Background: an optimization exercise with open tools, aiming at small area, a short achievable clock period and few clock cycles per item. Do not read the settings as production practice. Where RTL was checked, it was by simulation tests only, not by an equivalence proof against the original. Only the layout flow was run in runs 1 and 4; the RTL was not checked for function there. Power is estimated from default activity; no workload was simulated.

==> flow/design.v <==
package pfr_pkg;
  localparam int NUM_FRAMES_DEF  = 16;
  localparam int STAMP_WIDTH_DEF = 32;
  localparam logic [1:0] OP_ALLOC   = 2'd0;
  localparam logic [1:0] OP_TOUCH   = 2'd1;
  localparam logic [1:0] OP_RELEASE = 2'd2;
  localparam logic [2:0] ST_FREE    = 3'd0;
  localparam logic [2:0] ST_EVICT   = 3'd1;
  localparam logic [2:0] ST_TOUCH   = 3'd2;
  localparam logic [2:0] ST_RELEASE = 3'd3;
  localparam logic [2:0] ST_REJECT  = 3'd4;
  typedef struct packed {
    logic [1:0] opcode;
    logic [3:0] frame_index;
    logic       is_write;
  } cmd_t;
  typedef struct packed {
    logic [3:0] result_frame;
    logic [2:0] status;
    logic       victim_dirty;
  } rsp_t;
endpackage
module page_frame_replacement_top #(
  parameter int NUM_FRAMES  = pfr_pkg::NUM_FRAMES_DEF,
  parameter int STAMP_WIDTH = pfr_pkg::STAMP_WIDTH_DEF
) (
  input  logic          clk,
  input  logic          rst,
  input  logic          start,
  output logic          busy,
  input  pfr_pkg::cmd_t cmd,
  output logic          done,
  output pfr_pkg::rsp_t rsp,
  input  logic          cfg_valid,
  output logic          cfg_ready,
  input  logic          cfg_data
);
  localparam int NF = 16;
  localparam logic [1:0] M_PASS0 = 2'd0;   
  localparam logic [1:0] M_PASS1 = 2'd1;   
  localparam logic [1:0] M_PASS2 = 2'd2;   
  localparam logic [1:0] M_PASS3 = 2'd3;   
  logic [NF-1:0] occ_bits;
  logic [NF-1:0] use_bits;
  logic [NF-1:0] dirty_bits;
  logic [3:0]    hand;
  logic          policy;
  logic [3:0]    lst [NF];      
  logic [3:0]    pf;            
  logic [NF-1:0] pf_at;         
  logic [NF-1:0] pf_after;      
  logic [3:0]    lru_idx;
  logic          stamp_any;
  logic [3:0]    stamp_idx;
  logic [1:0]    mode;          
  logic          pend;          
  logic          acc;
  logic          req_alloc, is_touch, is_rel;
  logic          clk_ev, any_a, defer, do_alloc;
  logic [NF-1:0] idx_oh;
  logic          idx_occ;
  logic          all_occ;
  logic [NF-1:0] free_oh;
  logic [NF-1:0] lru_oh;
  logic [NF-1:0] clk_oh;
  logic [NF-1:0] vic_oh;
  logic [3:0]    vic_idx, free_idx, clk_idx;
  logic          vic_dirty;
  logic [3:0]    hand_next;
  logic [NF-1:0] hmask;       
  logic [NF-1:0] cand, cand_hi;
  logic [31:0]   dbl, dbl_seen;   
  logic [NF-1:0] clr_use;
  logic [NF-1:0] grant, tch, rel;
  assign pend      = (mode != M_PASS0);
  assign busy      = pend;
  assign cfg_ready = 1'b1;
  always_comb begin
    acc       = start && !pend;
    req_alloc = acc && (cmd.opcode == pfr_pkg::OP_ALLOC);
    is_touch  = acc && (cmd.opcode == pfr_pkg::OP_TOUCH);
    is_rel    = acc && (cmd.opcode == pfr_pkg::OP_RELEASE);
    idx_oh    = NF'(1) << cmd.frame_index;
    idx_occ   = occ_bits[cmd.frame_index];
    all_occ = &occ_bits;
    clk_ev  = all_occ && !policy;
    any_a   = |(~use_bits & ~dirty_bits);
    defer   = req_alloc && clk_ev && !any_a;
    do_alloc = (req_alloc && !defer) || pend;
    for (int i = 0; i < NF; i++) begin
      free_oh[i] = !occ_bits[i];
      for (int k = 0; k < i; k++) begin
        if (!occ_bits[k]) free_oh[i] = 1'b0;
      end
    end
    for (int k = 0; k < NF; k++) pf_at[k] = (lst[k] == pf);
    for (int k = 0; k < NF; k++) begin
      pf_after[k] = 1'b0;
      for (int j = k; j < NF; j++) begin
        if (pf_at[j]) pf_after[k] = 1'b1;
      end
    end
    lru_idx = pf_at[NF-1] ? lst[NF-2] : lst[NF-1];
    lru_oh  = NF'(1) << lru_idx;
    for (int i = 0; i < NF; i++) hmask[i] = (4'(i) >= hand);
    unique case (mode)
      M_PASS0: cand = ~use_bits & ~dirty_bits;
      M_PASS1: cand = ~use_bits;
      M_PASS2: cand = ~dirty_bits;
      default: cand = '1;
    endcase
    cand_hi = cand & hmask;
    dbl     = {cand, cand_hi};
    for (int i = 0; i < 32; i++) begin
      dbl_seen[i] = 1'b0;
      for (int k = 0; k <= i; k++) begin
        if (dbl[k]) dbl_seen[i] = 1'b1;
      end
    end
    clk_oh = (cand_hi & ~{dbl_seen[14:0], 1'b0}) | (cand & ~dbl_seen[30:15]);
    hand_next = '0;
    for (int i = 0; i < NF; i++) begin
      if (clk_oh[i]) hand_next = hand_next | 4'(i + 1);
    end
    if (!all_occ)    vic_oh = free_oh;
    else if (policy) vic_oh = lru_oh;
    else             vic_oh = clk_oh;
    free_idx = '0;
    clk_idx  = '0;
    for (int i = 0; i < NF; i++) begin
      if (free_oh[i]) free_idx = free_idx | 4'(i);
      if (clk_oh[i])  clk_idx  = clk_idx | 4'(i);
    end
    if (!all_occ)    vic_idx = free_idx;
    else if (policy) vic_idx = lru_idx;
    else             vic_idx = clk_idx;
    vic_dirty = all_occ && (policy ? dirty_bits[lru_idx] : mode[0]);
    unique case (mode)
      M_PASS0: clr_use = '0;
      M_PASS1: clr_use = (hmask & ~dbl_seen[15:0]) | ~dbl_seen[31:16];
      default: clr_use = '1;
    endcase
    grant = do_alloc ? vic_oh : '0;
    tch   = is_touch ? (idx_oh & occ_bits) : '0;
    rel   = is_rel ? (idx_oh & occ_bits) : '0;
    stamp_any = do_alloc || (is_touch && idx_occ);
    stamp_idx = do_alloc ? vic_idx : cmd.frame_index;
  end
  always_ff @(posedge clk) begin
    if (rst) begin
      occ_bits <= '0;
      hand     <= '0;
      policy   <= 1'b0;
      done     <= 1'b0;
      mode     <= M_PASS0;
    end else begin
      done <= (acc && !defer) || pend;
      if (defer) begin
        if (|(~use_bits))        mode <= M_PASS1;
        else if (|(~dirty_bits)) mode <= M_PASS2;
        else                     mode <= M_PASS3;
      end else begin
        mode <= M_PASS0;
      end
      if (cfg_valid) policy <= cfg_data;
      occ_bits <= grant | (occ_bits & ~rel);
      if (do_alloc && clk_ev) hand <= hand_next;
    end
  end
  always_ff @(posedge clk) begin
    use_bits   <= grant | tch | (use_bits & ~clr_use);
    dirty_bits <= (cmd.is_write ? tch : '0) | (dirty_bits & ~grant);
  end
  always_ff @(posedge clk) begin
    rsp.result_frame <= do_alloc ? vic_idx : cmd.frame_index;
    rsp.victim_dirty <= do_alloc && vic_dirty;
    if (do_alloc)                 rsp.status <= all_occ ? pfr_pkg::ST_EVICT : pfr_pkg::ST_FREE;
    else if (is_touch && idx_occ) rsp.status <= pfr_pkg::ST_TOUCH;
    else if (is_rel && idx_occ)   rsp.status <= pfr_pkg::ST_RELEASE;
    else                          rsp.status <= pfr_pkg::ST_REJECT;
  end
  always_ff @(posedge clk) begin
    if (rst) begin
      pf <= '0;
      for (int k = 0; k < NF; k++) lst[k] <= 4'(k);
    end else begin
      if (stamp_any) pf <= stamp_idx;
      lst[0] <= pf;
      for (int k = 1; k < NF; k++) begin
        if (pf_after[k]) lst[k] <= lst[k-1];
      end
    end
  end
endmodule
==> flow/run.sh <==
#!/bin/bash
# synth_recipe.tcl (not shown) runs the flow's synth.tcl, then flattens the netlist and writes it again
# the make line also repeats each setting of config.mk as NAME=value (left out here)
make -C /OpenROAD-flow-scripts/flow DESIGN_CONFIG=/design/flow/config.mk WORK_HOME=/design/flow/orfs CLKGATE_MAP_FILE= SYNTH_SCRIPT=/design/flow/synth_recipe.tcl finish
==> flow/config.mk <==
export PLATFORM = sky130hd
export DESIGN_NAME = page_frame_replacement_top
export DESIGN_NICKNAME = page_frame_replacement_top
export VERILOG_FILES = /design/flow/design.v
export SDC_FILE = /design/flow/constraint.sdc
export NUM_CORES = 4
export LEC_CHECK = 0
export CAP_MARGIN = 20
export CORE_MARGIN = 2
export CORE_UTILIZATION = 40
export CTS_BUF_LIST = sky130_fd_sc_hd__clkbuf_4 sky130_fd_sc_hd__clkbuf_8
export SETUP_SLACK_MARGIN = 2.0
export SLEW_MARGIN = 20
==> flow/constraint.sdc <==
create_clock -name core_clock -period 5.0 [get_ports {clk}]
set_input_delay 1.0000 -clock core_clock [delete_from_list [all_inputs] [get_ports {clk}]]
set_output_delay 1.0000 -clock core_clock [all_outputs]
set_load 0.01 [all_outputs]
==> results.txt, run 1 <==
Run status
The run finished with no timing, DRC or antenna violations.

Floorplanning
The die boundary height is 146 um. The row count is 51. The die covers 21300 um2.

In this run the count of I/O pins placed on the die edge is 23. The floorplan core area is 19700 um2. The effective utilization at floorplan is 41.1%. The horizontal die dimension is 146 um.

Global routing
Global routing finished with a remaining overflow of 0. Global routing consumed, over all layers together, 26.9% of the routing resources. The initial antenna violation count is 0. The wire length of the first global-routing pass is 44.8 mm. Entering global routing, the biggest net connects 56 pins. The via count of the first global-routing pass is 7528.

Clocking
Counting along the longest clock path gives a buffer depth of 2. For this design, the CTS-stage hold fixing added 0 buffers. The clock tree from TritonCTS is yes. The tree is rooted in a sky130_fd_sc_hd__clkbuf_8. The number of H-tree branching levels is 4.

Clock-pin slew was measured on the worst setup and hold paths at 90 ps. The later-pin clock latency in the skew report is 460 ps. The tree built by TritonCTS fans out to 132 sinks.

The number of CTS-inserted buffers is 17.

Timing
The final worst clock skew is 18.2 ps. The final count of hold timing violations was 0. The worst setup slack after layout is 1890 ps. After layout, the worst path uses 62.2% of the clock period. Setup total negative slack on the finished layout was measured at 0 ps. Setup violations remaining at the end of the flow were counted as 0. The actual transition at the worst max-transition pin is 1050 ps. Setup repair after global routing could not meet its margin everywhere. The maximum operating frequency is 321 MHz.

In this run the tightest slew margin relative to its limit is 29.8%. The number of max-slew violations in the final report came to 0. The final critical delay including setup and external delays is 3110 ps.

Synthesis
The cell area that synthesis handed to floorplanning was 8070 um2. In the post-synthesis netlist, the biggest area contributors are sky130_fd_sc_hd__dfxtp_1 (33%), sky130_fd_sc_hd__mux2i_1 (5.0%), sky130_fd_sc_hd__nor2_1 (4.1%), sky130_fd_sc_hd__nor2b_1 (4.0%), sky130_fd_sc_hd__nand2_1 (3.6%). Counting flops with an async set or reset pin after synthesis yields a share of 0%. Yosys instantiated no cell more often than sky130_fd_sc_hd__dfxtp_1. The post-synthesis net count is 984.

Counting every instance in the synthesized netlist gives 972. The netlist uses 90 different library cells. Among all flip-flop cells after synthesis, the most frequent one is sky130_fd_sc_hd__dfxtp_1.

The proportion of netlist area held by the largest area contributor is 32.7%. The synthesized design spends more area on one cell type than any other, namely sky130_fd_sc_hd__dfxtp_1. The number of flops mapped to enable cells by yosys is 0.

The total of flip-flops plus latches after synthesis is 132. Dividing the synthesized area by the synthesized cell count gives 8.30 um2. The count of yosys warnings during synthesis is 2. The sequential-to-total area share from yosys stat is 32.7%. After synthesis, the most frequently instantiated cells are sky130_fd_sc_hd__dfxtp_1 (132), sky130_fd_sc_hd__nor2_1 (88), sky130_fd_sc_hd__nand2_1 (78).

Cells and area
The synthesis-to-layout area growth is 26.8%. The area of the multi-input gates is 5780 um2. The area taken by flip-flops and latches is 2680 um2. The net count of the finished layout is 1061. The number of inserted filler cells in the final layout is 1896. The share of post-route cells with drive strength above 1 is 25.6%. Cells fill 52.1% of the core in the end. The number of antenna diodes in the final layout is 0.

Worst hold path
The worst hold path begins at lst[0][0]. The hold path depth is 1. The min-delay analysis places its worst path in the category flip-flop to flip-flop. The end of the worst hold path is lst[1][0].

Routing
The DRC marker count from the first detailed-route iteration is 824. The detail-routed via count per cell is 6.21. Detailed routing inserted a total of 8244 vias. The number of search-and-repair iterations in the first detailed-routing pass is 5. The sum of routed wire length over all layers is 29.8 mm. For this run, design rule violations remaining after detail routing come to 0. The residual antenna-violating net count after detailed routing is 0. The per-cell routed wire length is 22.5 um.

Power
The maximum resistive drop on vdd is 181 uV. The leakage power total is 3.81 nW. The power density relative to cell area is 265 nW/um2.

Placement
The post-detailed-placement half-perimeter wirelength is 21.3 mm. The congestion estimate from routability-driven global placement came to 1.02. The count of port buffers added during placement is 21. At the placement stage, the worst setup path has a slack of 1170 ps.

Setup path
For flop-to-flop paths, the worst setup slack is 1890 ps. The signal arrival time at the worst endpoint is 3410 ps. The number of cells on the worst reg-to-reg path is 13.

The worst reg2reg path startpoint is mode[0]. The largest fanout of any net on the critical path is 7. The worst setup path is launched from a flip-flop. The worst setup path is of the flip-flop to flip-flop kind. The nature of the critical path endpoint is a flip-flop.

At the worst endpoint, the required time is 5300 ps. The reg-to-reg critical path endpoint is pf[1].

Run
The number of maximum-capacitance violations is 0.
-- where the power goes --
part	total, W	internal [W]	switching (W)
logic	0.000596	0.000318	0.000278
clock network	0.000915	0.000435	0.000480
registers	0.00120	0.00112	0.0000736
-- layer usage --
layer | global-route usage (%) | vias to the layer above | wire (um)
met5 | 0 | - | 0
met4 | 15.0 | 0 | 2120
li1 | - | 3757 | -
met3 | 4.38 | 130 | 2190
met2 | 43.8 | 437 | 13600
met1 | 33.9 | 3920 | 11900
-- metrics by stage --
stage | hold WS [ps] | cells | total power [W] | instance area, um2
3_3_place_gp | 419 | 1221 | 0.00168 | 8470
2_1_floorplan | 412 | 972 | 0.00159 | 8080
5_1_grt | 451 | 1327 | 0.00283 | 10200
6_report | 438 | 1327 | 0.00271 | 10200
4_1_cts | 441 | 1287 | 0.00264 | 9550
3_5_place_dp | 421 | 1221 | 0.00169 | 8470
-- how the worst max path moves through the flow --
stage	slack, ps	start	cells after the start	endpoint
floorplan	2040	cmd[1]	9	pf[2]
global placement	1210	cmd[2]	10	pf[2]
detailed placement	1170	cmd[1]	10	pf[2]
CTS	1920	mode[0]	11	hand[3]
global route	1830	mode[0]	13	pf[1]
finish	1890	mode[0]	13	pf[1]
-- registers in the layout, indices dropped and copies added, names as in the netlist, 2 cells and up --
name,flops
hand,4
dirty_bits,16
occ_bits,16
use_bits,16
pf,4
lst,64
rsp,8
mode,2
-- timing repair --
action,in CTS,in global routing
hold endpoints to repair,0,0
setup endpoints to repair,90,72
gates resized for setup,109,86
buffers inserted,34,40
pin swaps,23,32
-- logic make-up after synthesis --
logic type	count (synthesis)	synth area share [%]
other	1	0.0465
XOR/XNOR	60	6.51
flip-flops	132	32.7
buffers and inverters	75	4.42
multiplexers	44	5.94
AND/OR/NAND/NOR	386	25.5
AO/OA/AOI/OAI	274	24.8
-- placed cells by master (no fill, tap or decap), types with 28 or more instances in the layout --
master                    synthesis  layout
sky130_fd_sc_hd__nor2_1          88      85
sky130_fd_sc_hd__dfxtp_1        132     115
sky130_fd_sc_hd__mux2i_1         40      39
sky130_fd_sc_hd__xnor2_1         28      28
sky130_fd_sc_hd__nand2_1         78      72
sky130_fd_sc_hd__nor2b_1         51      41
sky130_fd_sc_hd__buf_4           10      81
sky130_fd_sc_hd__xor2_1          32      31
sky130_fd_sc_hd__o21ai_0         44      33
sky130_fd_sc_hd__a21oi_1         49      45
-- cell type report --
cell class | instances | share of cell area [%]
clock inverter | 13 | 1.33
sequential | 132 | 26.2
multi-input combinational | 765 | 56.5
inverter | 19 | 0.795
tap | 265 | 3.24
clock buffer | 19 | 2.56
timing repair buffer | 114 | 9.37
-- critical path, stage by stage, from the launching register on --
cell and delay, ps:
sky130_fd_sc_hd__dfxtp_4 400, sky130_fd_sc_hd__buf_6 140, sky130_fd_sc_hd__inv_8 30, sky130_fd_sc_hd__a22o_4 250, sky130_fd_sc_hd__o31a_1 340, sky130_fd_sc_hd__o221ai_4 360, sky130_fd_sc_hd__buf_6 150, sky130_fd_sc_hd__buf_6 100
sky130_fd_sc_hd__o31ai_4 90, sky130_fd_sc_hd__nor2b_2 190, sky130_fd_sc_hd__or4b_4 520, sky130_fd_sc_hd__buf_6 150, sky130_fd_sc_hd__o21ai_4 130, sky130_fd_sc_hd__a311oi_2 100
==> run 2: changes to the inputs <==
--- a/flow/design.v
+++ b/flow/design.v
@@ -46,7 +46,8 @@
   logic [3:0]    hand;
   logic          policy;
   logic [3:0]    lst [NF];      
-  logic [3:0]    pf;            
+  logic          pv;            
+  logic [3:0]    pf;
   logic [NF-1:0] pf_at;         
   logic [NF-1:0] pf_after;      
   logic [3:0]    lru_idx;
@@ -71,7 +72,7 @@
   logic [NF-1:0] cand, cand_hi;
   logic [31:0]   dbl, dbl_seen;   
   logic [NF-1:0] clr_use;
-  logic [NF-1:0] grant, tch, rel;
+  logic [NF-1:0] grant, grant_free, grant_dirty, tch, rel;
   assign pend      = (mode != M_PASS0);
   assign busy      = pend;
   assign cfg_ready = 1'b1;
@@ -100,7 +101,7 @@
         if (pf_at[j]) pf_after[k] = 1'b1;
       end
     end
-    lru_idx = pf_at[NF-1] ? lst[NF-2] : lst[NF-1];
+    lru_idx = (pv && pf_at[NF-1]) ? lst[NF-2] : lst[NF-1];
     lru_oh  = NF'(1) << lru_idx;
     for (int i = 0; i < NF; i++) hmask[i] = (4'(i) >= hand);
     unique case (mode)
@@ -141,6 +142,8 @@
       default: clr_use = '1;
     endcase
     grant = do_alloc ? vic_oh : '0;
+    grant_free  = (do_alloc && !all_occ) ? free_oh : '0;
+    grant_dirty = (clk_ev && !mode[0]) ? '0 : grant;
     tch   = is_touch ? (idx_oh & occ_bits) : '0;
     rel   = is_rel ? (idx_oh & occ_bits) : '0;
     stamp_any = do_alloc || (is_touch && idx_occ);
@@ -163,13 +166,13 @@
         mode <= M_PASS0;
       end
       if (cfg_valid) policy <= cfg_data;
-      occ_bits <= grant | (occ_bits & ~rel);
+      occ_bits <= grant_free | (occ_bits & ~rel);
       if (do_alloc && clk_ev) hand <= hand_next;
     end
   end
   always_ff @(posedge clk) begin
     use_bits   <= grant | tch | (use_bits & ~clr_use);
-    dirty_bits <= (cmd.is_write ? tch : '0) | (dirty_bits & ~grant);
+    dirty_bits <= (cmd.is_write ? tch : '0) | (dirty_bits & ~grant_dirty);
   end
   always_ff @(posedge clk) begin
     rsp.result_frame <= do_alloc ? vic_idx : cmd.frame_index;
@@ -181,14 +184,19 @@
   end
   always_ff @(posedge clk) begin
     if (rst) begin
-      pf <= '0;
+      pv <= 1'b0;
       for (int k = 0; k < NF; k++) lst[k] <= 4'(k);
     end else begin
-      if (stamp_any) pf <= stamp_idx;
-      lst[0] <= pf;
-      for (int k = 1; k < NF; k++) begin
-        if (pf_after[k]) lst[k] <= lst[k-1];
-      end
-    end
+      pv <= stamp_any;
+      if (pv) begin
+        lst[0] <= pf;
+        for (int k = 1; k < NF; k++) begin
+          if (pf_after[k]) lst[k] <= lst[k-1];
+        end
+      end
+    end
+  end
+  always_ff @(posedge clk) begin
+    pf <= stamp_idx;
   end
 endmodule
--- a/flow/config.mk
+++ b/flow/config.mk
@@ -9,5 +9,6 @@
 export CORE_MARGIN = 2
 export CORE_UTILIZATION = 40
 export CTS_BUF_LIST = sky130_fd_sc_hd__clkbuf_4 sky130_fd_sc_hd__clkbuf_8
-export SETUP_SLACK_MARGIN = 2.0
+export SETUP_SLACK_MARGIN = 2.3
 export SLEW_MARGIN = 20
+export TNS_END_PERCENT = 10
==> run 2 against run 1 <==
  * Still clean on timing, DRC and antenna
  * Flip-flop and latch count is 3 lower
  * Cell area is 4.2% lower
  * Via count is 1.9% higher
  * Global-route usage hardly changed
  * Clock-buffer cell count is 2 higher
  * Sequential power is 11% lower
  * Combinational power is 59% lower
  * Sequential share of layout area is 0.57 points higher
  * Clock power is 2% higher
  * Fmax is 10% higher
  * Non-clock buffer count is 26 lower
  * Worst setup slack better by 290 ps
  * Critical path type unchanged
==> results.txt, run 2 <==
Clocking
Clock latency on the worst-skew pair, taken at its later pin, is 480 ps. Clock tree synthesis selected as its root buffer the cell sky130_fd_sc_hd__clkbuf_8. The number of sinks driven by the clock tree is 129.

The number of CTS-inserted buffers is 17. Clock-pin slew was measured on the worst setup and hold paths at 80 ps. The clock tree from TritonCTS is yes.

The buffer levels on the longest clock path is 2. In this run the number of H-tree levels came out at 4. The number of buffers inserted for hold repair after clock tree synthesis is 0.

Timing
The maximum operating frequency is 354 MHz. The number of max-slew violations in the final report came to 0. The final count of hold timing violations came to 0.

The routed design could run at a clock period as short as 2820 ps. Setup violations remaining at the end of the flow were counted as 0. The final cycle utilization of the critical path is 56.5%. The actual transition at the worst max-transition pin is 795 ps. For the final routed database, the setup TNS stands at 0 ps. The final worst clock skew is 14.2 ps. Setup repair after global routing could not meet its margin everywhere.

The worst pin sits at a relative slew slack of 46.5%.

Routing
In this run the remaining antenna-violating nets after routing total 0. For this block, the initial DRC count from the detailed router was 893. The per-cell routed wire length is 21.9 um. For this run, design rule violations remaining after detail routing come to 0. Wires add up to 29.1 mm. Before antenna repair, the detailed router went through 6 iterations. The routed layout has 8401 vias. The detail-routed via count per cell is 6.32.

Run
The number of maximum-capacitance violations is 0.

Cells and area
The non-filler instance count after layout is 1330. The net count of the finished layout is 1064. Counting the fill cells in the layout gives 1879.

For this run, the share of the core covered by cells in the final layout is 50.0%. The number of antenna diodes in the final layout is 0. The flip-flop count of the largest register after layout is 64. From synthesis to final layout, the design area changed by 22.0%. Leaving out fill and tap cells, the most frequent cell in the layout is sky130_fd_sc_hd__dfxtp_1. The post-route netlist has 20.4% of its cells at a drive strength greater than 1.

The library cells used most frequently in the layout, excluding fill and tap cells, are sky130_fd_sc_hd__dfxtp_1 (110), sky130_fd_sc_hd__nand2_1 (109), sky130_fd_sc_hd__nor2_1 (93). More flip-flops sit in one register than any other, and that register is lst.

Synthesis
In the synthesized netlist, mux cells make up 9.21% of the area. Of the total synthesized cell area, the portion taken by XOR and XNOR cells is 6.54%. Counting flops and latches in the post-synthesis netlist gives 129. For this run, asynchronously set or reset flops after synthesis account for 0%. Of the total synthesized cell area, the portion taken by AND, OR, NAND and NOR gates is 27.6%. Yosys instantiated no cell more often than sky130_fd_sc_hd__dfxtp_1. The synthesized design contains 0 enable-type register cells. The largest total area in the synthesized netlist belongs to sky130_fd_sc_hd__dfxtp_1. Ranked by total cell area, the synthesized netlist is headed by sky130_fd_sc_hd__dfxtp_1 (32%), sky130_fd_sc_hd__mux2i_1 (8.2%), sky130_fd_sc_hd__nand2_1 (5.2%), sky130_fd_sc_hd__nor2_1 (4.6%), sky130_fd_sc_hd__xnor2_1 (3.6%).

The unique cell type count in the Yosys netlist is 84. After synthesis, the largest family of logic cells by area is simple AND/OR/NAND/NOR gates. By count the netlist is led by sky130_fd_sc_hd__dfxtp_1 (129), sky130_fd_sc_hd__nand2_1 (111), sky130_fd_sc_hd__nor2_1 (98). The most used flip-flop cell after synthesis is sky130_fd_sc_hd__dfxtp_1.

The proportion of netlist area held by the largest area contributor is 32.2%. The post-synthesis net count is 1015. The average instance in the mapped netlist occupies 8.01 um2. After technology mapping, the gate count stands at 1003. The cell area after technology mapping is 8030 um2. The synthesized netlist devotes 20.2% of its cell area to compound gates.

The count of yosys warnings during synthesis is 2. Of the synthesized area, sequential elements account for 32.2%. The post-synthesis share of cell area spent on full adders, half adders and majority gates is 0%.

Floorplanning
From left edge to right edge, the die measures 146 um. After floorplanning, the core was sized to cover 19600 um2. For this configuration, the core starts out at a cell density of 41.0%.

The die covers 21200 um2. The number of I/O pins is 23. The die boundary height is 146 um. Row generation in the floorplan step produced 51 rows.

Global routing
The initial antenna violation count was 0. The combined global-route utilization of all metal layers is 26.8%. The via count of the first global-routing pass is 7938. The pin count of the biggest net entering global routing is 59.

Summed over all layers, the global routing overflow is 0. The wire length of the first global-routing pass is 44.8 mm.

Power
The maximum resistive drop on vdd is 165 uV. Of the total power, the share spent switching nets is 27.7%. The leakage power total is 3.87 nW. Per report_power, the combinational group accounts for 10.8% of the total.

In this run the power density over the cells is 229 nW/um2. For this design the total switching power over the nets is 0.000620 W. The internal power is 0.00162 W. The part of the power in the clock network is 41.7%. The proportion of power drawn by flip-flops and latches is 47.5%. The total power consumption of the routed design is 0.00224 W.

Setup path
The worst setup path is captured at a flip-flop. On the critical path, the stage with the largest delay is an instance of sky130_fd_sc_hd__dfxtp_4. The worst path buffer plus inverter count is 3. The critical path startpoint category is a flip-flop. Traced cell by cell, the critical path runs through buf_12 -> nand2b_4 -> a22o_1 -> a22o_1 -> buf_4 -> nor4_4 -> buf_6 -> nand2_1 -> o21ai_0 -> a21oi_1 -> a311o_1. In this run the worst path has a maximum fanout of 16. The most common cell type on the critical path is sky130_fd_sc_hd__a22o_1. On the critical path the largest part of the delay comes from compound AO/OA/AOI/OAI gates.

By startpoint and endpoint, the worst setup path is classified as flip-flop to flip-flop. The signal arrival time at the worst endpoint is 3180 ps. The largest single stage delay on the critical path is 380 ps. The worst path required time is 5360 ps.

Placement
During placement, the flow inserted port buffers numbering 21. Including well taps, the total number of placed cells is 1247. The post-detailed-placement half-perimeter wirelength is 20.2 mm. The weighted congestion reported at the end of routability-driven placement is 1.00.

Run status
The run finished with no timing, DRC or antenna violations.

Worst hold path
The path class of the lowest-slack min-delay path is flip-flop to flip-flop.
[run 2: cell count changes after synthesis, sizes merged, moves of 8 or more]
cell,delta
nand2,+33
nor2,+8
a22oi,+8
nor4,+9
o22ai,-9
mux2i,+26
nand4,+9
nand3,+13
nor3,+19
nor2b,-40
a211o,-25
[run 2: worst paths after layout]
check	endpoint	startpoint	slack (ps)	depth (start not counted)
setup / recovery	use_bits[6]	mode[0]	2180	11
hold / removal	lst[2][2]	lst[2][2]	490	2
setup reg to reg	use_bits[6]	mode[0]	2180	11
hold reg to reg	lst[2][2]	lst[2][2]	490	2
[run 2: power groups by stage]
stage / registers, W / clock network (W) / logic, W
3_5_place_dp: 0.00109 / 0 / 0.000205
6_report: 0.00107 / 0.000935 / 0.000242
5_1_grt: 0.00107 / 0.000997 / 0.000258
2_1_floorplan: 0.00108 / 0 / 0.000148
3_3_place_gp: 0.00109 / 0 / 0.000205
4_1_cts: 0.00107 / 0.000947 / 0.000227
[run 2: cell type report]
cell class / count / area, um2 / area share (%)
repair buffers: 88 / 816 / 8.32
clock inverters: 11 / 129 / 1.31
well taps: 265 / 332 / 3.38
inverters: 18 / 73.8 / 0.753
multi-input cells: 798 / 5550 / 56.7
clock buffers: 21 / 277 / 2.82
flip-flops and latches: 129 / 2620 / 26.7
[run 2: metrics by stage]
stage,area (um2),worst slack (ps),hold WS (ps)
floorplan,8030,2350,458
global placement,8420,1110,478
detailed placement,8430,1360,485
CTS,9440,2210,496
global route,9800,2150,521
finish,9800,2180,494
[run 2: cell families (layout without fill, tap and decap cells)]
family,after synthesis,after routing
buf+inv,76,138
xor+xnor,60,60
simple gates,436,436
other cells,1,1
flops,129,129
compound gates,230,230
mux,71,71
[run 2: timing repair]
action                                  4_1_cts  5_1_grt
gates resized for setup                      75       53
cloned                                        1        0
hold endpoints to repair                      0        0
endpoints found under the setup margin      100       64
setup buffers                                35       15
pin swaps                                    18       21
[run 2: worst min-delay path, delay by kind of cell, from the launching register on]
family,cells,cell delay (ps)
simple gates,1,70
compound gates,1,50
flops,1,330
[run 2: metal layers]
metal,GRT usage [%],vias up,wire length (um)
met4,17.1,0,2030
li1,-,3795,-
met1,33.4,3925,11500
met5,0,-,0
met2,42.1,534,12900
met3,5.74,147,2730
Testbench counts of run 2, summed over its fixed seeds: cycles 6,620, requests 6,400.
==> run 3: changes to the inputs <==
--- a/flow/config.mk
+++ b/flow/config.mk
@@ -9,6 +9,6 @@
 export CORE_MARGIN = 2
 export CORE_UTILIZATION = 40
 export CTS_BUF_LIST = sky130_fd_sc_hd__clkbuf_4 sky130_fd_sc_hd__clkbuf_8
-export SETUP_SLACK_MARGIN = 2.3
+export SETUP_SLACK_MARGIN = 1.8
 export SLEW_MARGIN = 20
 export TNS_END_PERCENT = 10
==> run 3 against run 2 <==
  * Largest power group unchanged
  * Global-route usage fell by 1.1 points
  * Utilization fell by 4.0 points
  * Cell area fell by 8.0%
  * Critical path depth fell by 3
  * Worst hold slack barely moved
  * Worst setup slack got worse by 390 ps
  * Clock skew rose by 0.64 ps
  * Synthesized area did not move
  * Still clean on timing, DRC and antenna
==> results.txt, run 3 <==
Run status
The run finished with no timing, DRC or antenna violations.

Routing
The number of search-and-repair iterations in the first detailed-routing pass is 6. Dividing the detail-routed wire length by the instance count gives 21.5 um. For this run, design rule violations remaining after detail routing come to 0. In this run the remaining antenna-violating nets after routing total 0.

The detailed router finished its first iteration with 912 violations. Detailed routing inserted a total of 8087 vias. The sum of routed wire length over all layers is 27.7 mm. In the routed layout, each cell is associated on average with a via count of 6.27.

Timing
The number of max-slew violations in the final report was 0. Setup repair after global routing could not meet its margin everywhere. The tightest slew margin relative to the limit is 32.2%. The final count of hold timing violations is 0. The final cycle utilization of the critical path is 64.3%.

After routing, the total negative slack on setup checks comes to 0 ps. The actual transition at the worst max-transition pin is 1010 ps. The number of setup violations in the final report is 0. The worst path in the final design needs a cycle of 3210 ps, including I/O delays and setup. The maximum operating frequency is 311 MHz. Between clock sinks in the finished design, the worst skew comes to 14.9 ps.

Setup path
STA classifies the critical path startpoint as a flip-flop. The launching element of the worst setup path is dirty_bits[7]. The worst register-to-register path begins at dirty_bits[7]. The worst path required time is 5320 ps. STA classifies the critical path endpoint as a flip-flop. The register-to-register path setup slack is 1790 ps. The worst setup path is of the flip-flop to flip-flop kind. The largest fanout of any net on the critical path is 13. Data arrives at the worst endpoint at 3540 ps.

Power
IR analysis of the VDD net gives a maximum drop of 160 uV. In this run the static leakage power is 3.52 nW. The power density relative to cell area is 245 nW/um2.

Global routing
The first global-routing pass estimated 42.9 mm of wire. Global routing used 25.8% of the available tracks. The global-route congestion overflow total is 0.

The initial antenna violation count is 0. The via count of the first global-routing pass is 7579. Entering global routing, the biggest net connects 59 pins.

Cells and area
The area growth from synthesis to layout is 12.3%. The most common cell after layout, fill and taps aside is sky130_fd_sc_hd__dfxtp_1. The final layout contains 1023 nets. The antenna cell count is 0. After the flow finishes, the layout carries non-filler instances totaling 1289. In the layout the commonest cells are sky130_fd_sc_hd__dfxtp_1 (121), sky130_fd_sc_hd__nand2_1 (110), sky130_fd_sc_hd__nor2_1 (98).

The final core area utilization is 46.0%. The register with the most flip-flops in the layout has 64 of them. The post-route netlist has 11.4% of its cells at a drive strength greater than 1. Counting flops per register, the top entry is lst.

Synthesis
The post-synthesis net count is 1015. In this run, synthesis inferred 0 flip-flops with an integrated enable. In this run the mean area of a mapped cell was 8.01 um2. Yosys instantiated no cell more often than sky130_fd_sc_hd__dfxtp_1. By area the synthesized netlist is led by sky130_fd_sc_hd__dfxtp_1 (32%), sky130_fd_sc_hd__mux2i_1 (8.2%), sky130_fd_sc_hd__nand2_1 (5.2%), sky130_fd_sc_hd__nor2_1 (4.6%), sky130_fd_sc_hd__xnor2_1 (3.6%). The count of yosys warnings during synthesis is 2. The most used flip-flop cell after synthesis is sky130_fd_sc_hd__dfxtp_1. The cell taking the most area after synthesis is sky130_fd_sc_hd__dfxtp_1. The sequential-to-total area share from yosys stat is 32.2%. The cell area after technology mapping is 8030 um2. The commonest cells after synthesis are sky130_fd_sc_hd__dfxtp_1 (129), sky130_fd_sc_hd__nand2_1 (111), sky130_fd_sc_hd__nor2_1 (98). The top cell type by area accounts for 32.2% of the synthesized area. The netlist uses 84 different library cells. After synthesis the netlist holds a flip-flop and latch count of 129. Synthesis produced 1003 cells.

After synthesis, the share of flip-flops with an asynchronous set or reset is 0%.

Placement
The HPWL after detailed placement is 20.2 mm. The weighted congestion reported at the end of routability-driven placement is 1.00. The number of cells in the design after placement is 1247.

The count of port buffers added during placement is 21.

Floorplanning
The initial utilization of the core area, before any placement, comes to 41.0%. The floorplan step set the die height to 146 um. The die is 146 um wide. The die covers 21200 um2.

The number of I/O pins is 23. In this run the core area contains 51 standard-cell rows. The region available for standard cell placement spans 19600 um2.

Clocking
The clock passes through at most 2 buffers. The buffer type at the clock tree root is sky130_fd_sc_hd__clkbuf_8. After clock tree synthesis, the clock-pin slew on the worst setup and hold paths is 80 ps. The number of H-tree branching levels is 4. TritonCTS built the clock tree. Buffers inserted to repair hold after CTS numbered 0.

At the later pin of the worst-skew pair, clock insertion delay measures 470 ps. The number of clock buffers added by TritonCTS is 17. Counting every sink on the clock net gives 129.

Run
Across the run, the number of max-cap violations was 0.

Worst hold path
The startpoint of the worst hold path is lst[2][3]. The path class of the lowest-slack min-delay path is flip-flop to flip-flop.
## run 3: worst max-delay path: stages (launching register included)
cell	delay (ps)
sky130_fd_sc_hd__dfxtp_1	570
sky130_fd_sc_hd__o22ai_1	190
sky130_fd_sc_hd__nor4_1	430
sky130_fd_sc_hd__a31oi_1	180
sky130_fd_sc_hd__o21ai_1	640
sky130_fd_sc_hd__or2_2	430
sky130_fd_sc_hd__nor2_1	80
sky130_fd_sc_hd__a211oi_1	360
sky130_fd_sc_hd__o211ai_1	180
## run 3: cells by family (layout without fill, tap and decap cells)
group	after synthesis	after routing	share of synthesized area [%]
flops	129	129	32.2
compound gates	230	230	20.2
other cells	1	1	0.0467
simple gates	436	436	27.6
xor+xnor	60	60	6.54
mux	71	71	9.21
buf+inv	76	97	4.24
## run 3: layout make-up
| type | instances | area (um2) |
|---|---|---|
| clock buffer | 21 | 277 |
| clock inverter | 11 | 129 |
| fill | 1980 | 10600 |
| inverter | 18 | 71.3 |
| multi-input combinational | 798 | 5200 |
| sequential | 129 | 2590 |
| tap | 265 | 332 |
| timing repair buffer | 47 | 417 |
## run 3: what timing repair did
item	in CTS	in global routing
hold endpoints to repair	0	0
setup buffers	0	10
resized for setup	2	27
setup endpoints to repair	21	42
gates cloned	0	0
pin swaps	0	5
## run 3: layer usage
layer | vias to the layer above | track usage (%) | share of wire [%] | wire length [um]
met3 | 131 | 4.92 | 7.8 | 2170
met1 | 3782 | 33.0 | 41 | 11300
met5 | - | 0 | 0 | 0
met4 | 0 | 15.1 | 6.7 | 1860
met2 | 462 | 40.5 | 45 | 12400
li1 | 3712 | - | - | -
## run 3: worst paths after layout
kind	end	cells past startpoint
max	use_bits[10]	8
min	lst[2][3]	2
max reg2reg	use_bits[10]	8
min reg2reg	lst[2][3]	2
## run 3: through the flow
step / hold WS [ps] / power [W] / instance area (um2) / worst slack [ps]
4_1_cts: 496 / 0.00222 / 8840 / 1690
3_5_place_dp: 485 / 0.00129 / 8430 / 1360
2_1_floorplan: 458 / 0.00123 / 8030 / 2350
6_report: 494 / 0.00221 / 9020 / 1790
3_3_place_gp: 478 / 0.00129 / 8420 / 1110
5_1_grt: 521 / 0.00230 / 9020 / 1710
## run 3: where the power goes
part           switching, W  total, W  internal (W)
registers         0.0000230   0.00107       0.00104
clock network      0.000446  0.000930      0.000483
logic              0.000133  0.000217     0.0000843
total              0.000602   0.00221       0.00161
==> run 4: changes to the inputs <==
--- a/flow/design.v
+++ b/flow/design.v
@@ -73,7 +73,6 @@
   logic [31:0]   dbl, dbl_seen;   
   logic [NF-1:0] clr_use;
   logic [NF-1:0] grant, grant_free, grant_dirty, tch, rel;
-  assign pend      = (mode != M_PASS0);
   assign busy      = pend;
   assign cfg_ready = 1'b1;
   always_comb begin
@@ -156,8 +155,10 @@
       policy   <= 1'b0;
       done     <= 1'b0;
       mode     <= M_PASS0;
+      pend     <= 1'b0;
     end else begin
       done <= (acc && !defer) || pend;
+      pend <= defer;
       if (defer) begin
         if (|(~use_bits))        mode <= M_PASS1;
         else if (|(~dirty_bits)) mode <= M_PASS2;
--- a/flow/config.mk
+++ b/flow/config.mk
@@ -9,6 +9,6 @@
 export CORE_MARGIN = 2
 export CORE_UTILIZATION = 40
 export CTS_BUF_LIST = sky130_fd_sc_hd__clkbuf_4 sky130_fd_sc_hd__clkbuf_8
-export SETUP_SLACK_MARGIN = 1.8
+export SETUP_SLACK_MARGIN = 2.0
 export SLEW_MARGIN = 20
 export TNS_END_PERCENT = 10
==> run 4 against run 3 <==
  * Sequential share of layout area shrank 1.4 points
  * Utilization rose by 1.7 points
  * Still clean on timing, DRC and antenna
  * Power grew 2.3%
  * Clock-buffer cell count decreased by 3
  * Sequential power about the same
  * Cell area up 6.8%
  * Worst hold slack lost 4.9 ps
  * Register-to-register slack gained 200 ps
  * Synthesized area rose by 2.3%
==> results.txt, run 4 <==
Run status
The flow ran to the end and the layout has no timing, DRC or antenna violations.

Setup path
In this run the worst path has a maximum fanout of 11. The critical path goes through nand4_4 -> nor4_4 -> nand4_4 -> or4_4 -> a21oi_4 -> nor3_2 -> buf_4 -> a221o_1 -> a311o_1. The signal arrival time at the worst endpoint is 3370 ps.

The critical path startpoint category is a flip-flop. For flop-to-flop paths, the worst setup slack is 1990 ps. STA puts the critical path data required time at 5350 ps.

The nature of the critical path endpoint is a flip-flop. In this design, the largest share of critical-path delay is due to simple AND/OR/NAND/NOR gates. The number of cells on the worst reg-to-reg path is 9. Counting both buffers and inverters, the worst setup path holds a total of 1. The worst reg2reg path startpoint is occ_bits[0]. The endpoint identified for the worst register-to-register timing path is use_bits[12]. The peak per-stage delay on the critical path is 600 ps. The most common cell type on the critical path is sky130_fd_sc_hd__nand4_4. The worst setup path is of the flip-flop to flip-flop kind. The cell at the slowest stage of the critical path is sky130_fd_sc_hd__or4_4.

Timing
The tightest slew margin relative to the limit is 35.7%. Setup violations remaining at the end of the flow were counted as 0. Setup repair after global routing could not meet its margin everywhere. The number of max-slew violations in the final report is 0.

The final cycle utilization of the critical path is 60.3%. The worst setup slack after layout is 1990 ps. Adding up every negative setup slack in the final design gives 0 ps.

The actual transition at the worst max-transition pin is 952 ps. The final count of hold timing violations is 0. Static timing analysis puts the maximum clock frequency at 332 MHz. The final worst clock skew is 16.3 ps.

After layout, the minimum clock period comes to 3010 ps. The hold slack is 489 ps.

Power
The design draws 0.00226 W. IR analysis of the VDD net gives a maximum drop of 197 uV. The leakage power total is 3.91 nW. For this design the ratio of total power to cell area is 235 nW/um2.

Floorplanning
23 I/O pins were placed. For this configuration, the core starts out at a cell density of 40.7%. After floorplanning, the core was sized to cover 20200 um2. From bottom edge to top edge, the die measures 147 um. The die is 147 um wide. The die footprint is 21700 um2. Row generation in the floorplan step produced 52 rows.

Synthesis
After synthesis the cells add up to 8220 um2. After synthesis, the largest area contributor takes up 31.7% of total cell area. The most used flip-flop cell after synthesis is sky130_fd_sc_hd__dfxtp_1. The total of flip-flops plus latches after synthesis is 130. Counting flops with an async set or reset pin after synthesis yields a share of 0%. Dividing the synthesized area by the synthesized cell count gives 8.02 um2. Counting every net in the synthesized netlist gives 1036. The count of yosys warnings during synthesis is 2.

After synthesis, the most frequently instantiated cells are sky130_fd_sc_hd__nor2_1 (145), sky130_fd_sc_hd__dfxtp_1 (130), sky130_fd_sc_hd__nand2_1 (70). The number of flops mapped to enable cells by yosys is 0. Summed over all instances, the cell type with the most area after synthesis is sky130_fd_sc_hd__dfxtp_1. Ranked by total cell area, the synthesized netlist is headed by sky130_fd_sc_hd__dfxtp_1 (32%), sky130_fd_sc_hd__nor2_1 (6.6%), sky130_fd_sc_hd__mux2i_1 (5.6%), sky130_fd_sc_hd__xor2_1 (5.1%), sky130_fd_sc_hd__nand2_1 (3.2%). In the post-synthesis netlist, the cell with the most instances is sky130_fd_sc_hd__nor2_1. The unique cell type count in the Yosys netlist is 92. The share of the Yosys chip area taken by registers is 31.7%.

The cell count after synthesis is 1024.

Clocking
The number of buffers inserted for hold repair after clock tree synthesis is 0. The clock drives 130 sinks. CTS placed an instance of sky130_fd_sc_hd__clkbuf_8 at the clock tree root. Clock-pin slew was measured on the worst setup and hold paths at 80 ps.

For the worst-skew pair, the clock arrives at the later sink with an insertion delay of 460 ps. CTS built an H-tree with a depth of 4. The clock tree from TritonCTS is yes. TritonCTS created 17 clock buffers.

No sink is reached through more buffers than the 2 on the longest clock path.

Cells and area
The number of nets in the final layout is 1068. More flip-flops sit in one register than any other, and that register is lst. The post-route netlist has 16.7% of its cells at a drive strength greater than 1.

The non-filler instance count after layout is 1339. Leaving out fill and tap cells, the most frequent cell in the layout is sky130_fd_sc_hd__nor2_1. The antenna cell count is 0. Relative to the synthesized area, the layout overhead comes to 17.2%. In the layout the commonest cells are sky130_fd_sc_hd__nor2_1 (143), sky130_fd_sc_hd__dfxtp_1 (114), sky130_fd_sc_hd__nand2_1 (70).

The flip-flop count of the largest register after layout is 64.

Routing
In the routed design, unresolved DRC markers number 0. Dividing the detail-routed via count by the number of cells gives 6.14. The DRC marker count from the first detailed-route iteration is 785.

The sum of routed wire length over all layers is 29.0 mm. The first detailed-routing pass took 5 iterations. The total via count after detailed routing is 8223. The per-cell routed wire length is 21.6 um.

The residual antenna-violating net count after detailed routing is 0.

Placement
The congestion estimate from routability-driven global placement came to 1.01. The number of cells in the design after placement is 1265. The HPWL after detailed placement is 20.9 mm. The count of port buffers added during placement is 21. The post-place setup slack is 1180 ps.

Global routing
The pin count of the biggest net entering global routing is 71. The wire length of the first global-routing pass is 44.1 mm. Across every metal layer, demand over resource in global routing totals 26.4%. The via count of the first global-routing pass was 7491.

Global routing finished with a remaining overflow of 0. The initial antenna violation count was 0.

Worst hold path
For hold timing, the worst endpoint is lst[1][1]. The startpoint of the worst hold path is lst[0][1]. The worst hold path belongs to the class flip-flop to flip-flop. The hold path depth is 2.

Run
The number of maximum-capacitance violations is 0.
run 4: cell count changes in the layout (fill, tap and decap cells not counted), sizes merged, moves of 23 or more:
| cell | before | now |
|---|---|---|
| nor2 | 99 | 146 |
| buf | 27 | 55 |
| xnor2 | 33 | 10 |
| a211o | 1 | 27 |
| nand2 | 111 | 71 |
| xor2 | 27 | 50 |
run 4: metal layers:
metal,up-vias,track usage (%),wire length (um)
met5,-,0,0
met4,0,14.3,1670
met3,104,5.71,2100
met2,379,41.8,13400
met1,3949,33.5,11800
li1,3791,-,-
run 4: worst reg2reg max path, stage by stage (launching register included):
cell and delay [ps]:
sky130_fd_sc_hd__dfxtp_4 390, sky130_fd_sc_hd__nand4_4 130, sky130_fd_sc_hd__nor4_4 460, sky130_fd_sc_hd__nand4_4 210
sky130_fd_sc_hd__or4_4 600, sky130_fd_sc_hd__a21oi_4 240, sky130_fd_sc_hd__nor3_2 50, sky130_fd_sc_hd__buf_4 190
sky130_fd_sc_hd__a221o_1 360, sky130_fd_sc_hd__a311o_1 270
run 4: area by class of cell:
class,count,area [um2]
clock buffers,18,248
flip-flops and latches,130,2640
multi-input cells,797,5430
repair buffers,76,668
fillers,2017,10500
well taps,270,338
clock inverters,14,179
inverters,34,131
run 4: how the worst max path moves through the flow:
stage / startpoint / depth (start not counted) / slack (ps) / to
5_1_grt: occ_bits[0] / 9 / 1930 / use_bits[12]
2_1_floorplan: pf[1] / 10 / 2200 / rsp[0]
4_1_cts: mode[0] / 10 / 1850 / dirty_bits[4]
3_3_place_gp: mode[1] / 9 / 1120 / hand[0]
6_report: occ_bits[0] / 9 / 1990 / use_bits[12]
3_5_place_dp: mode[1] / 9 / 1180 / hand[0]
run 4: where the power goes:
part | leakage (nW) | internal (W) | switching (W)
combinational | 2.64 | 0.0000825 | 0.000118
sequential | 1.06 | 0.00105 | 0.0000187
clock | 0.206 | 0.000514 | 0.000482
run 4: cells by family after synthesis:
logic type / Yosys count / synth area share [%]
AND/OR/NAND/NOR: 447 / 28.1
AO/OA/AOI/OAI: 232 / 20.6
flip-flops: 130 / 31.7
buffers and inverters: 97 / 5.45
XOR/XNOR: 60 / 6.58
multiplexers: 57 / 7.49
other: 1 / 0.0456
run 4: timing repair:
action,in CTS,in global routing
setup buffers,8,34
resized for setup,23,61
pin swaps,7,22
setup endpoints to repair,70,61
gates cloned,0,0
run 4: per-stage QoR:
step	instance area, um2	utilization, %
2_1_floorplan	8220	-
3_3_place_gp	8540	42.3
3_5_place_dp	8540	42.3
4_1_cts	9120	45.2
5_1_grt	9630	47.7
6_report	9630	47.7
==> run 5: changes to the inputs <==
--- a/flow/design.v
+++ b/flow/design.v
@@ -73,6 +73,7 @@
   logic [31:0]   dbl, dbl_seen;   
   logic [NF-1:0] clr_use;
   logic [NF-1:0] grant, grant_free, grant_dirty, tch, rel;
+  assign pend      = (mode != M_PASS0);
   assign busy      = pend;
   assign cfg_ready = 1'b1;
   always_comb begin
@@ -155,10 +156,8 @@
       policy   <= 1'b0;
       done     <= 1'b0;
       mode     <= M_PASS0;
-      pend     <= 1'b0;
     end else begin
       done <= (acc && !defer) || pend;
-      pend <= defer;
       if (defer) begin
         if (|(~use_bits))        mode <= M_PASS1;
         else if (|(~dirty_bits)) mode <= M_PASS2;
--- a/flow/config.mk
+++ b/flow/config.mk
@@ -11,4 +11,4 @@
 export CTS_BUF_LIST = sky130_fd_sc_hd__clkbuf_4 sky130_fd_sc_hd__clkbuf_8
 export SETUP_SLACK_MARGIN = 2.0
 export SLEW_MARGIN = 20
-export TNS_END_PERCENT = 10
+export TNS_END_PERCENT = 3
==> run 5 against run 4 <==
  * Largest power group unchanged
  * Synthesized cell count decreased by 2.1%
  * First-iteration DRC count grew 15%
  * Power decreased by 1.8%
  * Critical path depth did not move
  * Clock power shrank 6.3%
==> results.txt, run 5 <==
Cells and area
The register with the most flip-flops in the layout has 64 of them. In the layout the commonest cells are sky130_fd_sc_hd__dfxtp_1 (119), sky130_fd_sc_hd__nand2_1 (110), sky130_fd_sc_hd__nor2_1 (97). The final core area utilization is 46.7%. The number of nets in the final layout is 1027.

Counting flops per register, the top entry is lst. From synthesis to final layout, the design area changed by 14.0%. The repair_antennas step left the layout with diodes totalling 0. Excluding fillers, the count of instances in the completed layout stands at 1293.

The area taken by flip-flops and latches is 2600 um2. The most common cell after layout, fill and taps aside is sky130_fd_sc_hd__dfxtp_1. After routing the design area is 9160 um2.

The number of inserted filler cells in the final layout is 1958. The share of post-route cells with drive strength above 1 is 13.1%. The area of the multi-input gates is 5300 um2.

Synthesis
The most frequent cell after synthesis is sky130_fd_sc_hd__dfxtp_1. Of all flip-flops after synthesis, the portion carrying an async set or reset was 0%. In the synthesized netlist the dominant register cell turns out to be sky130_fd_sc_hd__dfxtp_1. A synthesized cell averages 8.01 um2. The count of yosys warnings during synthesis is 2. The cell taking the most area after synthesis is sky130_fd_sc_hd__dfxtp_1. The cell area after technology mapping is 8030 um2. After synthesis, the most frequently instantiated cells are sky130_fd_sc_hd__dfxtp_1 (129), sky130_fd_sc_hd__nand2_1 (111), sky130_fd_sc_hd__nor2_1 (98).

The share of the Yosys chip area taken by registers is 32.2%. The total of flip-flops plus latches after synthesis is 129. The unique cell type count in the Yosys netlist is 84. Synthesis produced a netlist with a net count of 1015.

Ranked by total cell area, the synthesized netlist is headed by sky130_fd_sc_hd__dfxtp_1 (32%), sky130_fd_sc_hd__mux2i_1 (8.2%), sky130_fd_sc_hd__nand2_1 (5.2%), sky130_fd_sc_hd__nor2_1 (4.6%), sky130_fd_sc_hd__xnor2_1 (3.6%). The number of flops mapped to enable cells by yosys is 0. The cell count after synthesis is 1003. Of the post-synthesis cell area, the dominant cell type holds 32.2%.

Setup path
The critical path goes through buf_6 -> nor2b_1 -> o32ai_2 -> nand3b_1 -> nor4_2 -> a21oi_1 -> nand3_1 -> nor4b_2 -> a311oi_1. The nature of the critical path endpoint is a flip-flop. The largest fanout of any net on the critical path is 31.

The signal arrival time at the worst endpoint is 3300 ps. The critical path startpoint category is a flip-flop. The cell at the slowest stage of the critical path is sky130_fd_sc_hd__a21oi_1.

By startpoint and endpoint, the worst setup path is classified as flip-flop to flip-flop. The worst path required time is 5320 ps. The peak per-stage delay on the critical path is 510 ps.

Global routing
Global routing used 25.9% of the available tracks. The first global-routing pass estimated 43.2 mm of wire. The initial antenna violation count came to 0.

Entering global routing, the biggest net connects 59 pins. The global-route congestion overflow total is 0. The via count of the first global-routing pass is 7671.

Timing
The number of max-slew violations in the final report is 0. The setup TNS is 0 ps. The maximum operating frequency is 335 MHz. At the pin with the least slew margin, the transition time is 968 ps.

The final count of hold timing violations is 0. Measured against its own limit, the worst slew margin works out to 34.8%. In the finished design, the share of the clock period the worst path needs comes to 59.7%.

Setup repair after global routing could not meet its margin everywhere. The final worst clock skew is 15.5 ps. Setup violations remaining at the end of the flow were counted as 0. The final critical delay including setup and external delays is 2990 ps. Hold is met by 493 ps.

Run
The number of maximum-capacitance violations is 0.

Placement
In this run the cell area measured after placement is 8430 um2. The count of buffers added on input and output ports is 21. The number of cells in the design after placement is 1247. The post-detailed-placement half-perimeter wirelength is 20.2 mm. The congestion estimate from routability-driven global placement came to 1.00.

Floorplanning
The die boundary height is 146 um. The die footprint is 21200 um2. The die is 146 um wide. The effective utilization at floorplan is 41.0%. The row count is 51.

The number of I/O pins is 23. The floorplan core area is 19600 um2.

Power
The part of the total power dissipated in combinational logic is 10.0%. The part of the power in the clock network is 42.0%. The analysis attributes to cell leakage a power of 3.57 nW. The net switching fraction of the power is 27.4%. The proportion of power drawn by flip-flops and latches is 48.0%.

The internal power of the cells totals 0.00161 W. The power density relative to cell area is 243 nW/um2. The maximum resistive drop on vdd is 165 uV.

The analysis attributes to net switching a power of 0.000609 W.

Clocking
CTS saw 129 sinks. For the worst-skew pair, the clock arrives at the later sink with an insertion delay of 480 ps. TritonCTS built the clock tree. Counting along the longest clock path gives a buffer depth of 2. The buffer type at the clock tree root is sky130_fd_sc_hd__clkbuf_8. The number of buffers inserted for hold repair after clock tree synthesis is 0.

After clock tree synthesis, the clock-pin slew on the worst setup and hold paths is 80 ps. Buffers inserted during clock tree synthesis total 17. The H-tree generated during clock tree synthesis spans 4 levels.

Run status
The flow ran to the end and the layout has no timing, DRC or antenna violations.

Routing
The detailed router placed 8165 vias in this run. Dividing the detail-routed wire length by the instance count gives 21.5 um. In the detailed route, the total length drawn on met2 is 12.5 mm. In the detailed route, the total length drawn on met3 is 2.33 mm. Using the TritonRoute via totals, the vias-per-cell ratio works out to 6.31. The detailed router finished its first iteration with 902 violations. The highest routed metal layer is met4. The first TritonRoute pass finished after 6 iterations. The residual antenna-violating net count after detailed routing is 0. The number of remaining DRC errors is 0. The final layout contains routed wiring with a total length of 27.8 mm. The routed metal-1 wirelength is 11.2 mm.

Worst hold path
The path class of the lowest-slack min-delay path is flip-flop to flip-flop.
[run 5: cell count changes in the layout (fill, tap and decap cells not counted), moves of 17 or more]
cell | previous run | this run
sky130_fd_sc_hd__nor2_1 | 143 | 97
sky130_fd_sc_hd__a211o_1 | 27 | 1
sky130_fd_sc_hd__nand2_1 | 70 | 110
sky130_fd_sc_hd__xor2_1 | 47 | 27
sky130_fd_sc_hd__mux2i_1 | 46 | 66
sky130_fd_sc_hd__inv_1 | 32 | 15
sky130_fd_sc_hd__xnor2_1 | 10 | 33
sky130_fd_sc_hd__buf_4 | 50 | 26
[run 5: path summary, 6_finish.rpt]
path         startpoint        end  slack [ps]  cells past startpoint
max             mode[0]    hand[3]        2010                      9
min           lst[2][2]  lst[2][2]         490                      2
max reg2reg     mode[0]    hand[3]        2010                      9
min reg2reg   lst[2][2]  lst[2][2]         490                      2
[run 5: power groups by stage]
| stage | sequential [W] | combinational, W | clock, W |
|---|---|---|---|
| 6_report | 0.00107 | 0.000222 | 0.000933 |
| 5_1_grt | 0.00107 | 0.000238 | 0.000997 |
| 4_1_cts | 0.00106 | 0.000214 | 0.000947 |
| 3_5_place_dp | 0.00109 | 0.000205 | 0 |
| 3_3_place_gp | 0.00109 | 0.000205 | 0 |
| 2_1_floorplan | 0.00108 | 0.000148 | 0 |
[run 5: timing repair]
action	CTS	global route
buffers inserted	6	8
resized for setup	16	35
endpoints found under the setup margin	64	55
pin swaps	4	7
gates cloned	0	0
[run 5: kinds of logic (layout without fill, tap and decap cells)]
kind of cell	after synthesis	in the layout	synth area share [%]
other cells	1	1	0.0467
mux	71	71	9.21
simple gates	436	436	27.6
flops	129	129	32.2
buf+inv	76	101	4.24
xor+xnor	60	60	6.54
compound gates	230	230	20.2
[run 5: final cells by class]
cell class / count / share of cell area [%]
well taps: 265 / 3.62
flip-flops and latches: 129 / 28.4
multi-input cells: 798 / 57.8
clock buffers: 21 / 3.02
inverters: 18 / 0.779
clock inverters: 11 / 1.41
repair buffers: 51 / 4.96
[run 5: critical path: cells and delay by family (launching register included)]
family,cells,cell delay [ps]
buf+inv,1,260
compound gates,3,1030
simple gates,5,1070
flops,1,450
[run 5: routing by layer]
metal,vias up,track usage (%)
met5,-,0
met4,0,15.5
met3,126,5.33
met2,484,41.0
met1,3833,32.6
li1,3722,-
[run 5: through the flow]
stage | setup WS [ps] | power, W
2_1_floorplan | 2350 | 0.00123
3_3_place_gp | 1110 | 0.00129
3_5_place_dp | 1360 | 0.00129
4_1_cts | 1910 | 0.00223
5_1_grt | 1890 | 0.00230
6_report | 2010 | 0.00222
Testbench counts of run 5, summed over its fixed seeds: cycles 6,620, requests 6,400.
==> run 6: changes to the inputs <==
--- a/flow/config.mk
+++ b/flow/config.mk
@@ -9,6 +9,7 @@
 export CORE_MARGIN = 2
 export CORE_UTILIZATION = 40
 export CTS_BUF_LIST = sky130_fd_sc_hd__clkbuf_4 sky130_fd_sc_hd__clkbuf_8
+export GPL_ROUTABILITY_DRIVEN = 0
 export SETUP_SLACK_MARGIN = 2.0
 export SLEW_MARGIN = 20
-export TNS_END_PERCENT = 3
+export TNS_END_PERCENT = 10
==> run 6 against run 5 <==
  * Still clean
  * Synthesized area stayed put
  * Critical path depth is 1 higher
  * Wire length is 1.8% lower
  * Register-to-register slack hardly changed
  * Sequential share of layout area hardly changed
  * Via count is 0.78% lower
  * Cell count is 0.15% higher
  * Power is 3.6% higher
  * Critical path type unchanged
  * Largest cell class unchanged
  * Largest power group unchanged
==> results.txt, run 6 <==
Global routing
The global-route congestion overflow total is 0. The via count of the first global-routing pass is 7474. The combined global-route utilization of all metal layers is 24.8%. The initial antenna violation count is 0. The pin count of the biggest net entering global routing is 59. The first global-routing pass estimated 41.7 mm of wire.

Timing
The final worst clock skew is 12.9 ps. The setup TNS is 0 ps. For the pin with the worst max-slew slack, the measured transition is 961 ps. Headroom to the max-slew limit came out at 35.2%. Setup repair after global routing could not meet its margin everywhere. The final count of hold timing violations came to 0. The maximum operating frequency is 335 MHz. The number of max-slew violations in the final report is 0. The number of setup violations in the final report is 0. After layout, the minimum clock period comes to 2990 ps. The final cycle utilization of the critical path is 59.7%.

Floorplanning
The floorplan core area is 19600 um2. The number of I/O pins is 23. The floorplan has 51 rows.

The initial utilization of the core area, before any placement, comes to 41.0%. The die covers 21200 um2. The horizontal die dimension is 146 um. In this run the vertical extent of the chip is 146 um.

Worst hold path
The startpoint identified for the worst hold timing path is lst[1][0]. The hold path depth is 2. The end of the worst hold path is lst[2][0]. The tightest min-delay check is of the flip-flop to flip-flop type.

Clocking
The number of CTS-inserted buffers is 17. CTS built an H-tree with a depth of 4. After clock tree synthesis, the clock-pin slew on the worst setup and hold paths is 80 ps. The clock tree from TritonCTS is yes. The later-pin clock latency in the skew report is 450 ps. The buffer levels on the longest clock path is 2. The number of hold buffers added after CTS was 0. The tree is rooted in a sky130_fd_sc_hd__clkbuf_8. The number of sinks driven by the clock tree is 129.

Synthesis
The unique cell type count in the Yosys netlist is 84. Sequential elements use 32.2% of the synthesized area. By instance count, the leading cell after synthesis is sky130_fd_sc_hd__dfxtp_1. Ranked by total cell area, the synthesized netlist is headed by sky130_fd_sc_hd__dfxtp_1 (32%), sky130_fd_sc_hd__mux2i_1 (8.2%), sky130_fd_sc_hd__nand2_1 (5.2%), sky130_fd_sc_hd__nor2_1 (4.6%), sky130_fd_sc_hd__xnor2_1 (3.6%). The most used flip-flop cell after synthesis is sky130_fd_sc_hd__dfxtp_1.

Synthesis produced 1003 cells. For this run, the number of Yosys warnings is 2. The async set or reset register ratio after synthesis is 0%. The biggest area contributor in the post-synthesis netlist is sky130_fd_sc_hd__dfxtp_1. Sorting the synthesized cells by how often they occur yields sky130_fd_sc_hd__dfxtp_1 (129), sky130_fd_sc_hd__nand2_1 (111), sky130_fd_sc_hd__nor2_1 (98). The share of synthesized area in the top cell type comes to 32.2%. The synthesized design contains 0 enable-type register cells. Dividing the synthesized area by the synthesized cell count gives 8.01 um2. The mapped netlist covers 8030 um2. The post-synthesis net count is 1015. The total of flip-flops plus latches after synthesis is 129.

Setup path
The endpoint identified for the worst register-to-register timing path is hand[0]. The register-to-register path setup slack is 2010 ps. The cell at the slowest stage of the critical path is sky130_fd_sc_hd__dfxtp_4. Along the worst path, the maximum fanout reaches 15.

The critical path class is flip-flop to flip-flop. The signal on the critical path passes through clkinv_1 -> a22o_1 -> a41oi_1 -> buf_4 -> nor4_4 -> buf_4 -> a22oi_2 -> nand4_1 -> nor4_1 -> nor3_1. The signal arrival time at the worst endpoint is 3280 ps. The worst path required time is 5290 ps.

The cell that appears most often on the critical path is sky130_fd_sc_hd__buf_4. STA classifies the critical path endpoint as a flip-flop. In this design, the stage delay of the slowest critical-path cell is 450 ps. The number of cells on the worst reg-to-reg path is 10. The launching element of the worst setup path is mode[0]. The worst register-to-register path begins at mode[0]. The worst setup path is launched from a flip-flop.

Power
The net switching fraction of the power is 27.0%. The analysis attributes to cell leakage a power of 3.58 nW. In this run the power density over the cells is 251 nW/um2. The worst-case IR drop observed on VDD is 159 uV.

In this run the power spent charging and discharging nets is 0.000622 W. The proportion of power drawn by flip-flops and latches is 46.3%. Internal power comes to 0.00168 W. The part of the power in the clock network is 44.1%. Combinational logic burns 9.6% of the power.

Cells and area
The synthesis-to-layout area growth is 14.3%. The antenna cell count is 0. The number of nets in the final layout is 1029. The register with the most flip-flops in the layout has 64 of them. The share of post-route cells with drive strength above 1 is 13.2%.

The largest register by flop count is lst. The final instance area is 9180 um2. Leaving out fill and tap cells, the most frequent cell in the layout is sky130_fd_sc_hd__dfxtp_1.

Counting the fill cells in the layout gives 1926. The non-filler instance count after layout is 1295. In the layout the commonest cells are sky130_fd_sc_hd__dfxtp_1 (117), sky130_fd_sc_hd__nand2_1 (110), sky130_fd_sc_hd__nor2_1 (96).

Run
The number of maximum-capacitance violations is 0.

Placement
The number of cells in the design after placement is 1246. The HPWL after detailed placement is 19.7 mm. The count of port buffers added during placement is 21.

Once placement finished, the instance area stood at 8410 um2.

Routing
Routed signal wires occupy layers up through met4. For this run, design rule violations remaining after detail routing come to 0. The length of routed met2 wiring is 12.2 mm. The detailed router finished its first iteration with 984 violations. The routed layout has 8101 vias. The residual antenna-violating net count after detailed routing is 0. The per-cell routed wire length is 21.1 um.

The number of search-and-repair iterations in the first detailed-routing pass is 6. The total met3 wirelength after detailed routing is 2.51 mm. The detail-routed via count per cell is 6.26.

The routed metal-1 wirelength is 11.0 mm. Wires add up to 27.3 mm.

Run status
The flow ran to the end and the layout has no timing, DRC or antenna violations.
run 6: cell counts after synthesis:
Identical to the previous run, type by type.
run 6: power groups by stage:
| stage | sequential [W] | combinational, W | clock, W |
|---|---|---|---|
| final | 0.00107 | 0.000222 | 0.00101 |
| after global routing | 0.00107 | 0.000239 | 0.00107 |
| after CTS | 0.00106 | 0.000208 | 0.00102 |
| after detailed placement | 0.00109 | 0.000203 | 0 |
| after global placement | 0.00109 | 0.000203 | 0 |
| after floorplan | 0.00108 | 0.000148 | 0 |
run 6: area by class of cell:
type	instances	area (um2)	share of cell area, %
multi-input combinational	798	5260	57.3
inverter	18	70.1	0.763
sequential	129	2610	28.4
clock inverter	15	205	2.23
clock buffer	17	234	2.55
timing repair buffer	53	473	5.15
tap	265	332	3.61
run 6: critical path, delay by kind of cell (launching register included):
| kind | cells | cell delay [ps] |
|---|---|---|
| compound gates | 3 | 870 |
| flops | 1 | 450 |
| simple gates | 4 | 810 |
| buf+inv | 3 | 690 |
run 6: per-layer routing:
metal,GRT usage (%),vias to the layer above
met5,0,-
met4,13.7,0
met3,4.98,125
met2,38.6,491
met1,32.1,3755
li1,-,3730
run 6: metrics by stage:
| stage | hold slack (ps) | util (%) | setup slack (ps) | total power, W |
|---|---|---|---|---|
| floorplan | 458 | - | 2350 | 0.00123 |
| global placement | 477 | 43.0 | 1210 | 0.00129 |
| detailed placement | 481 | 43.0 | 1320 | 0.00129 |
| CTS | 492 | 45.7 | 1880 | 0.00230 |
| global route | 527 | 46.9 | 1950 | 0.00238 |
| finish | 489 | 46.9 | 2010 | 0.00230 |
run 6: what timing repair did:
action	CTS	global route
resized for setup	16	38
setup buffers	4	13
hold endpoints to repair	0	0
pin swaps	3	9
endpoints found under the setup margin	76	59
run 6: kinds of logic after synthesis:
| kind of cell | after synthesis | share of synthesized area [%] |
|---|---|---|
| other | 1 | 0.0467 |
| buffers and inverters | 76 | 4.24 |
| flip-flops | 129 | 32.2 |
| multiplexers | 71 | 9.21 |
| AO/OA/AOI/OAI | 230 | 20.2 |
| XOR/XNOR | 60 | 6.54 |
| AND/OR/NAND/NOR | 436 | 27.6 |
run 6: worst max path at each step:
stage	endpoint
after floorplan	lst[3][2]
after global routing	hand[0]
final	hand[0]
after CTS	lst[1][1]
after global placement	pf[1]
after detailed placement	pf[1]

-- port drivers added, routing unchanged --
The flow's constraints put no driver on any port. The routed layouts listed below were extracted and timed again, unchanged, in two steps.
Step 1: set_driving_cell puts a clkbuf_16 on clk and a buf_2 on each other input, an assumption about the parent block.
Step 2 also shifts input and output timing later by t, the mid clock arrival at the registers, as if the neighbouring blocks saw the same clock.
Three values: ideal, step 1, step 2; two values: the first two.
| run | t (ns) | setup WS [ns] | worst setup path after step 2 |
|---|---|---|---|
| run 1 | 0.493 | 1.888 / 1.888 / 1.626 | input to register |
| run 2 | 0.504 | 2.176 / 2.176 / 1.711 | input to register |
| run 3 | 0.495 | 1.787 / 1.787 / 1.319 | input to register |
| run 4 | 0.499 | 1.985 / 1.985 / 1.549 | input to register |
| run 5 | 0.504 | 2.013 / 2.013 / 1.585 | input to register |
| run 6 | 0.475 | 2.015 / 2.015 / 1.600 | input to register |
After both steps every run listed still meets setup and hold. For run 3, which loses most, drivers alone change the setup slack by 0.000 ns; drivers and shift together by -0.468 ns.
